This is an optimization exercise on Yosys and OpenROAD, whose aim is small area, a short achievable clock period and few clock cycles per item, not a production implementation.
RTL that was checked went through simulation tests only; none was proved equivalent to the original.

== alpha ==
==> flow/design.v <==
module sfp_norm_seq #(
  parameter int COL = 8,
  parameter int BW_PSUM = 20,
  parameter int OUT_SHIFT = 8,
  parameter int SW = BW_PSUM + $clog2(COL),
  parameter int BW_OUT = OUT_SHIFT + 2
) (
  input  logic                      clk,
  input  logic                      reset,
  input  logic                      mode_signed,
  input  logic                      mode_dual,
  input  logic                      in_valid,
  output logic                      in_ready,
  input  logic [COL*BW_PSUM-1:0]    in_row,
  output logic [SW-1:0]             sum_out,
  output logic                      sum_out_valid,
  input  logic [SW:0]               sum_in,
  input  logic                      sum_in_valid,
  output logic                      out_valid,
  input  logic                      out_ready,
  output logic [COL*BW_OUT-1:0]     out_row,
  output logic                      busy
);
  localparam int NS = 7;             
  localparam int RW = 25;            
  logic v0, v1, v2, vo;
  logic [NS:1] vd;
  logic xd1;                         
  logic hold, adv, go1, en1, en0;
  logic dm1;
  logic nv0, nv1, nv2, nvo;
  logic [NS:1] nvd;
  assign hold = vo & ~out_ready;
  assign adv  = ~hold;
  assign go1 = ~dm1 | xd1 | sum_in_valid;
  assign en1 = ~v1 | (adv & go1);
  assign en0 = ~v0 | en1;
  assign in_ready = en0;
  assign out_valid = vo;
  assign nv0 = en0 ? in_valid : v0;
  assign nv1 = en1 ? v0 : v1;
  assign nv2 = adv ? v1 & go1 : v2;
  assign nvd = adv ? {vd[NS-1:1], v2} : vd;
  assign nvo = adv ? vd[NS] : vo;
  always_ff @(posedge clk) begin
    if (reset) begin
      v0 <= 1'b0;
      v1 <= 1'b0;
      v2 <= 1'b0;
      vd <= '0;
      vo <= 1'b0;
      busy <= 1'b0;
    end else begin
      v0 <= nv0;
      v1 <= nv1;
      v2 <= nv2;
      vd <= nvd;
      vo <= nvo;
      busy <= nv0 | nv1 | nv2 | (|nvd) | nvo;
    end
  end
  function automatic logic [22:0] fa_s(input logic [22:0] a, input logic [22:0] b, input logic [22:0] c);
    fa_s = a ^ b ^ c;
  endfunction
  function automatic logic [22:0] fa_c(input logic [22:0] a, input logic [22:0] b, input logic [22:0] c, input logic cin);
    logic [22:0] m;
    m = (a & b) | (a & c) | (b & c);
    fa_c = {m[21:0], cin};
  endfunction
  logic [22:0] y [COL];
  logic [COL-1:0] g;
  logic [BW_PSUM-1:0] a_in [COL];
  logic [COL-1:0] ng_in;
  logic [22:0] l1s0, l1c0, l1s1, l1c1, l1s2, l1c2, l2s0, l2c0, l2s1, l2c1, l3s, l3c, l4s, l4c;
  always_comb begin
    for (int c = 0; c < COL; c++) begin
      g[c] = in_row[c*BW_PSUM + BW_PSUM-1];
      y[c] = {4'b0, in_row[c*BW_PSUM +: BW_PSUM-1] ^ {(BW_PSUM-1){g[c]}}};
      a_in[c] = g[c] ? -in_row[c*BW_PSUM +: BW_PSUM] : in_row[c*BW_PSUM +: BW_PSUM];
      ng_in[c] = g[c] & mode_signed;
    end
    l1s0 = fa_s(y[0], y[1], y[2]);          l1c0 = fa_c(y[0], y[1], y[2], g[1]);
    l1s1 = fa_s(y[3], y[4], y[5]);          l1c1 = fa_c(y[3], y[4], y[5], g[2]);
    l1s2 = fa_s(y[6], y[7], {22'b0, g[0]}); l1c2 = fa_c(y[6], y[7], {22'b0, g[0]}, g[3]);
    l2s0 = fa_s(l1s0, l1c0, l1s1);          l2c0 = fa_c(l1s0, l1c0, l1s1, g[4]);
    l2s1 = fa_s(l1c1, l1s2, l1c2);          l2c1 = fa_c(l1c1, l1s2, l1c2, g[5]);
    l3s  = fa_s(l2s0, l2c0, l2s1);          l3c  = fa_c(l2s0, l2c0, l2s1, g[6]);
    l4s  = fa_s(l3s, l3c, l2c1);            l4c  = fa_c(l3s, l3c, l2c1, g[7]);
  end
  logic [BW_PSUM-1:0] a0 [COL];
  logic [COL-1:0] ng0;
  logic dm0;
  logic [COL-1:0] nz0;
  logic [22:0] cs0, cc0;
  always_ff @(posedge clk) begin
    if (en0) begin
      for (int c = 0; c < COL; c++) a0[c] <= a_in[c];
      ng0 <= ng_in;
      dm0 <= mode_dual;
      for (int c = 0; c < COL; c++) nz0[c] <= |in_row[c*BW_PSUM +: BW_PSUM];
      cs0 <= l4s;
      cc0 <= l4c;
    end
  end
  logic [BW_PSUM-1:0] a1 [COL];
  logic [COL-1:0] ng1;
  logic [COL-1:0] nz1;
  logic [SW-1:0] s1;
  logic [SW:0] p1;
  always_ff @(posedge clk) begin
    if (reset) xd1 <= 1'b0;
    else if (en1) xd1 <= 1'b0;
    else if (v1 && dm1 && !xd1 && sum_in_valid) xd1 <= 1'b1;
    if (en1) begin
      for (int c = 0; c < COL; c++) a1[c] <= a0[c];
      ng1 <= ng0;
      dm1 <= dm0;
      nz1 <= nz0;
      s1 <= cs0 + cc0;
    end
    if (!xd1) p1 <= sum_in;
  end
  assign sum_out = s1;
  assign sum_out_valid = v1 & dm1 & ~xd1;
  logic [BW_PSUM-1:0] a4 [COL];
  logic [COL-1:0] ng4;
  logic [SW:0] d4, psel, dsum;
  logic [COL-1:0] nz4;
  logic pz4;
  assign psel = dm1 ? (xd1 ? p1 : sum_in) : '0;
  assign dsum = {1'b0, s1} + psel;
  always_ff @(posedge clk) begin
    if (adv) begin
      for (int c = 0; c < COL; c++) a4[c] <= a1[c];
      ng4 <= ng1;
      d4 <= {dsum[SW:1], dsum[0] | (~|nz1 & (psel == '0))};
      nz4 <= nz1;
      pz4 <= psel == '0;
    end
  end
  logic [RW-1:0] r [NS+1][COL];
  logic [SW:0] dd [NS+1];
  logic [COL-1:0] ngd [NS+1];
  logic [COL-1:0] q8 [NS+1];
  logic [NS-1:0] qb [NS+1][COL];    
  logic [RW-1:0] rn [NS+1][COL];
  function automatic logic [RW-1:0] bk_add(input logic [RW-1:0] x, input logic [RW-1:0] y, input logic ci);
    logic [RW-1:0] p, gg, pp;
    logic [RW:0] carry;
    p = x ^ y;
    gg = x & y;
    pp = p;
    for (int l = 1; l < RW; l = l * 2)
      for (int i = 2*l-1; i < RW; i += 2*l) begin
        gg[i] = gg[i] | (pp[i] & gg[i-l]);
        pp[i] = pp[i] & pp[i-l];
      end
    for (int l = 8; l >= 1; l = l / 2)
      for (int i = 3*l-1; i < RW; i += 2*l) begin
        gg[i] = gg[i] | (pp[i] & gg[i-l]);
        pp[i] = pp[i] & pp[i-l];
      end
    carry[0] = ci;
    for (int i = 0; i < RW; i++) carry[i+1] = gg[i] | (pp[i] & ci);
    bk_add = p ^ carry[RW-1:0];
  endfunction
  function automatic logic [RW-1:0] nr_step(input logic [RW-1:0] rr, input logic qbit, input logic [SW:0] dv);
    logic slo, shi;
    slo = ~rr[RW-1];
    shi = qbit;
    nr_step = bk_add({rr[RW-2:0], 1'b0}, {shi, dv[SW:12] ^ {(SW-11){shi}}, dv[11:0] ^ {12{slo}}}, slo);
  endfunction
  always_comb begin
    for (int c = 0; c < COL; c++) begin
      rn[0][c] = bk_add({4'b0, a4[c], 1'b0}, ~{1'b0, d4}, 1'b1);
      for (int j = 1; j <= NS; j++) rn[j][c] = nr_step(r[j][c], qb[j][c][j-1], dd[j]);
    end
  end
  always_ff @(posedge clk) begin
    if (adv) begin
      dd[1] <= d4;
      ngd[1] <= ng4;
      for (int c = 0; c < COL; c++) begin
        r[1][c] <= rn[0][c];
        q8[1][c] <= nz4[c] & ~|(nz4 & ~(COL'(1) << c)) & pz4;
        qb[1][c] <= '0;
        qb[1][c][0] <= ~rn[0][c][RW-1];
      end
      for (int j = 2; j <= NS; j++) begin
        dd[j] <= dd[j-1];
        ngd[j] <= ngd[j-1];
        q8[j] <= q8[j-1];
        for (int c = 0; c < COL; c++) begin
          r[j][c] <= rn[j-1][c];
          qb[j][c] <= qb[j-1][c];
          qb[j][c][j-1] <= ~rn[j-1][c][RW-1];
        end
      end
    end
  end
  logic [COL*BW_OUT-1:0] row_fin;
  logic [BW_OUT-2:0] hh, nh;
  logic b0;
  always_comb begin
    hh = '0;
    nh = '0;
    b0 = 1'b0;
    for (int c = 0; c < COL; c++) begin
      hh = '0;
      for (int k = 0; k < NS; k++) hh[6-k] = qb[NS][c][k];
      nh = -hh;
      b0 = ~rn[NS][c][RW-1];
      if (q8[NS][c]) row_fin[c*BW_OUT +: BW_OUT] = ngd[NS][c] ? 10'h300 : 10'h100;
      else if (!ngd[NS][c]) row_fin[c*BW_OUT +: BW_OUT] = {hh, b0};
      else row_fin[c*BW_OUT +: BW_OUT] = b0 ? {~hh, 1'b1} : {nh, 1'b0};
    end
  end
  always_ff @(posedge clk) begin
    if (adv) out_row <= row_fin;
  end
endmodule
make LEC_CHECK=0 ABC_AREA=1 CAP_MARGIN=20 CORE_MARGIN=2 CORE_UTILIZATION=60 CTS_BUF_LIST='sky130_fd_sc_hd__clkbuf_8 sky130_fd_sc_hd__clkbuf_16' CTS_CLUSTER_DIAMETER=60 CTS_CLUSTER_SIZE=30 SETUP_SLACK_MARGIN=2.8 SLEW_MARGIN=20 finish   # period 6.0 ns
run.sh (not shown) runs the stock make flow with config.mk's settings and CLKGATE_MAP_FILE= SYNTH_SCRIPT=/design/flow/synth_recipe.tcl, a recipe that flattens the netlist after the stock synthesis.
alpha went all the way through synthesis, placement and routing and the layout is clean on timing, DRC and antenna.
Testbench counts of alpha, summed over its fixed seeds: cycles 1,368, rows 1,280.
Inputs modified between alpha and beta:
diff --git a/flow/design.v b/flow/design.v
--- a/flow/design.v
+++ b/flow/design.v
@@ -33,11 +33,12 @@
   assign hold = vo & ~out_ready;
   assign adv  = ~hold;
   assign go1 = ~dm1 | xd1 | sum_in_valid;
   assign en1 = ~v1 | (adv & go1);
   assign en0 = ~v0 | en1;
-  assign in_ready = en0;
+  logic ir_e, ir_o, ir_x;
+  assign in_ready = ir_e | ((ir_o | out_ready) & (ir_x | sum_in_valid));
   assign out_valid = vo;
   assign nv0 = en0 ? in_valid : v0;
   assign nv1 = en1 ? v0 : v1;
   assign nv2 = adv ? v1 & go1 : v2;
   assign nvd = adv ? {vd[NS-1:1], v2} : vd;
@@ -56,10 +57,20 @@
       v2 <= nv2;
       vd <= nvd;
       vo <= nvo;
       busy <= nv0 | nv1 | nv2 | (|nvd) | nvo;
     end
+  end
+  always_ff @(posedge clk) begin
+    if (reset) begin
+      ir_e <= 1'b1;
+      ir_o <= 1'b1;
+    end else begin
+      ir_e <= ~nv0 | ~nv1;
+      ir_o <= ~nvo;
+    end
+    ir_x <= ~(en1 ? dm0 : dm1) | (~reset & ~en1 & (xd1 | (v1 & dm1 & sum_in_valid)));
   end
   function automatic logic [22:0] fa_s(input logic [22:0] a, input logic [22:0] b, input logic [22:0] c);
     fa_s = a ^ b ^ c;
   endfunction
   function automatic logic [22:0] fa_c(input logic [22:0] a, input logic [22:0] b, input logic [22:0] c, input logic cin);
### Flow results
Max met2 wire length across beta and alpha: beta
On non-clock inverter total of the final layout, the higher figure sits with alpha, not beta.
alpha → beta: per-cell via count in the routed design higher, via count higher, number of buffers inserted to repair setup after CTS higher.
Between beta and alpha, it is beta whose post-synth design cell area is lower, by about 0.75%.
Between beta and alpha, it is beta whose final wirelength is higher, by 1.4%.
The worst setup path endpoint comes out in_ready in one run and r[19][24]$_DFFE_PN_ in the other, namely in alpha and beta respectively.
Going from alpha to beta, die area shrank slightly.
Arrival time of the worst setup path, beta and alpha: smaller value in alpha
Testbench counts of beta, summed over its fixed seeds: cycles 1,368, rows 1,280.

========
Starts from the design.v that is shown in full above.
export LEC_CHECK = 0
export ABC_AREA = 1
export CAP_MARGIN = 20
export CORE_MARGIN = 2
export CORE_UTILIZATION = 60
export CTS_BUF_LIST = sky130_fd_sc_hd__clkbuf_8 sky130_fd_sc_hd__clkbuf_16
export CTS_CLUSTER_DIAMETER = 60
export CTS_CLUSTER_SIZE = 30
export SETUP_SLACK_MARGIN = 2.5
export SLEW_MARGIN = 20
create_clock -name core_clock -period 6.0 [get_ports {clk}]
The baseline completed with no timing, DRC or antenna violations.
Testbench counts at the start, summed over its fixed seeds: cycles 1,368, rows 1,280.
==> next run, changes <==
--- a/flow/design.v
+++ b/flow/design.v
@@ -149,19 +149,15 @@
     logic [RW:0] carry;
     p = x ^ y;
     gg = x & y;
     pp = p;
     for (int l = 1; l < RW; l = l * 2)
-      for (int i = 2*l-1; i < RW; i += 2*l) begin
-        gg[i] = gg[i] | (pp[i] & gg[i-l]);
-        pp[i] = pp[i] & pp[i-l];
-      end
-    for (int l = 8; l >= 1; l = l / 2)
-      for (int i = 3*l-1; i < RW; i += 2*l) begin
-        gg[i] = gg[i] | (pp[i] & gg[i-l]);
-        pp[i] = pp[i] & pp[i-l];
-      end
+      for (int i = 0; i < RW; i++)
+        if ((i & l) != 0) begin
+          gg[i] = gg[i] | (pp[i] & gg[((i / (2*l)) * (2*l)) + l - 1]);
+          pp[i] = pp[i] & pp[((i / (2*l)) * (2*l)) + l - 1];
+        end
     carry[0] = ci;
     for (int i = 0; i < RW; i++) carry[i+1] = gg[i] | (pp[i] & ci);
     bk_add = p ^ carry[RW-1:0];
   endfunction
   function automatic logic [RW-1:0] nr_step(input logic [RW-1:0] rr, input logic qbit, input logic [SW:0] dv);
Effect: The new run finished with timing, DRC and antenna clean. Core utilization rises by 0.39 points. Routed wire length rises by roughly a tenth. Worst setup slack gets better by 0.13 ns. Global-route usage rises by 1.6 points. Non-clock buffer count rises by 177. Hold slack is about the same. Maximum frequency rises by a few percent. Area after synthesis rises by a few percent. Die area rises by a few percent. Count of clock-buffer cells in the layout rises by 3.
For the second run of this note, only the layout was checked, not whether the RTL still works.

## separate check: timing with driven ports
In the flow no input, the clock included, has a driving cell. The finished layouts below were timed again as built, in two steps.
Step 1 sets driving cells, clkbuf_16 on the clock port and buf_2 on the other inputs (assumed; they add their load-dependent delay and slew).
Step 2 moves the port delays by t, midway between the first and last clock arrival at a register: inputs arrive t later, outputs are due t later. That takes back most of the time a late clock gives input paths.
a / b / c = ideal / step 1 / step 2; a / b = the first two.
| run | t, ns | slack for setup (ns) | hold slack, ns | pins driven straight from the clock port |
|---|---|---|---|---|
| alpha | 1.016 | 2.503 / 2.424 / 1.761 | 0.402 / 0.402 / 0.402 | 1 |
| beta | 1.043 | 2.680 / 2.680 / 1.792 | 0.376 / 0.376 / 0.376 | 1 |
| the first run of note 2 | 1.014 | 2.346 / 2.284 / 1.565 | 0.401 / 0.401 / 0.401 | 1 |
| the second run of note 2 | 1.017 | 2.478 / 2.478 / 1.577 | 0.400 / 0.400 / 0.400 | 1 |
After both steps every run listed still meets setup and hold. For the second run of note 2, which loses most, drivers alone change the setup slack by 0.000 ns; drivers and shift together by -0.901 ns.
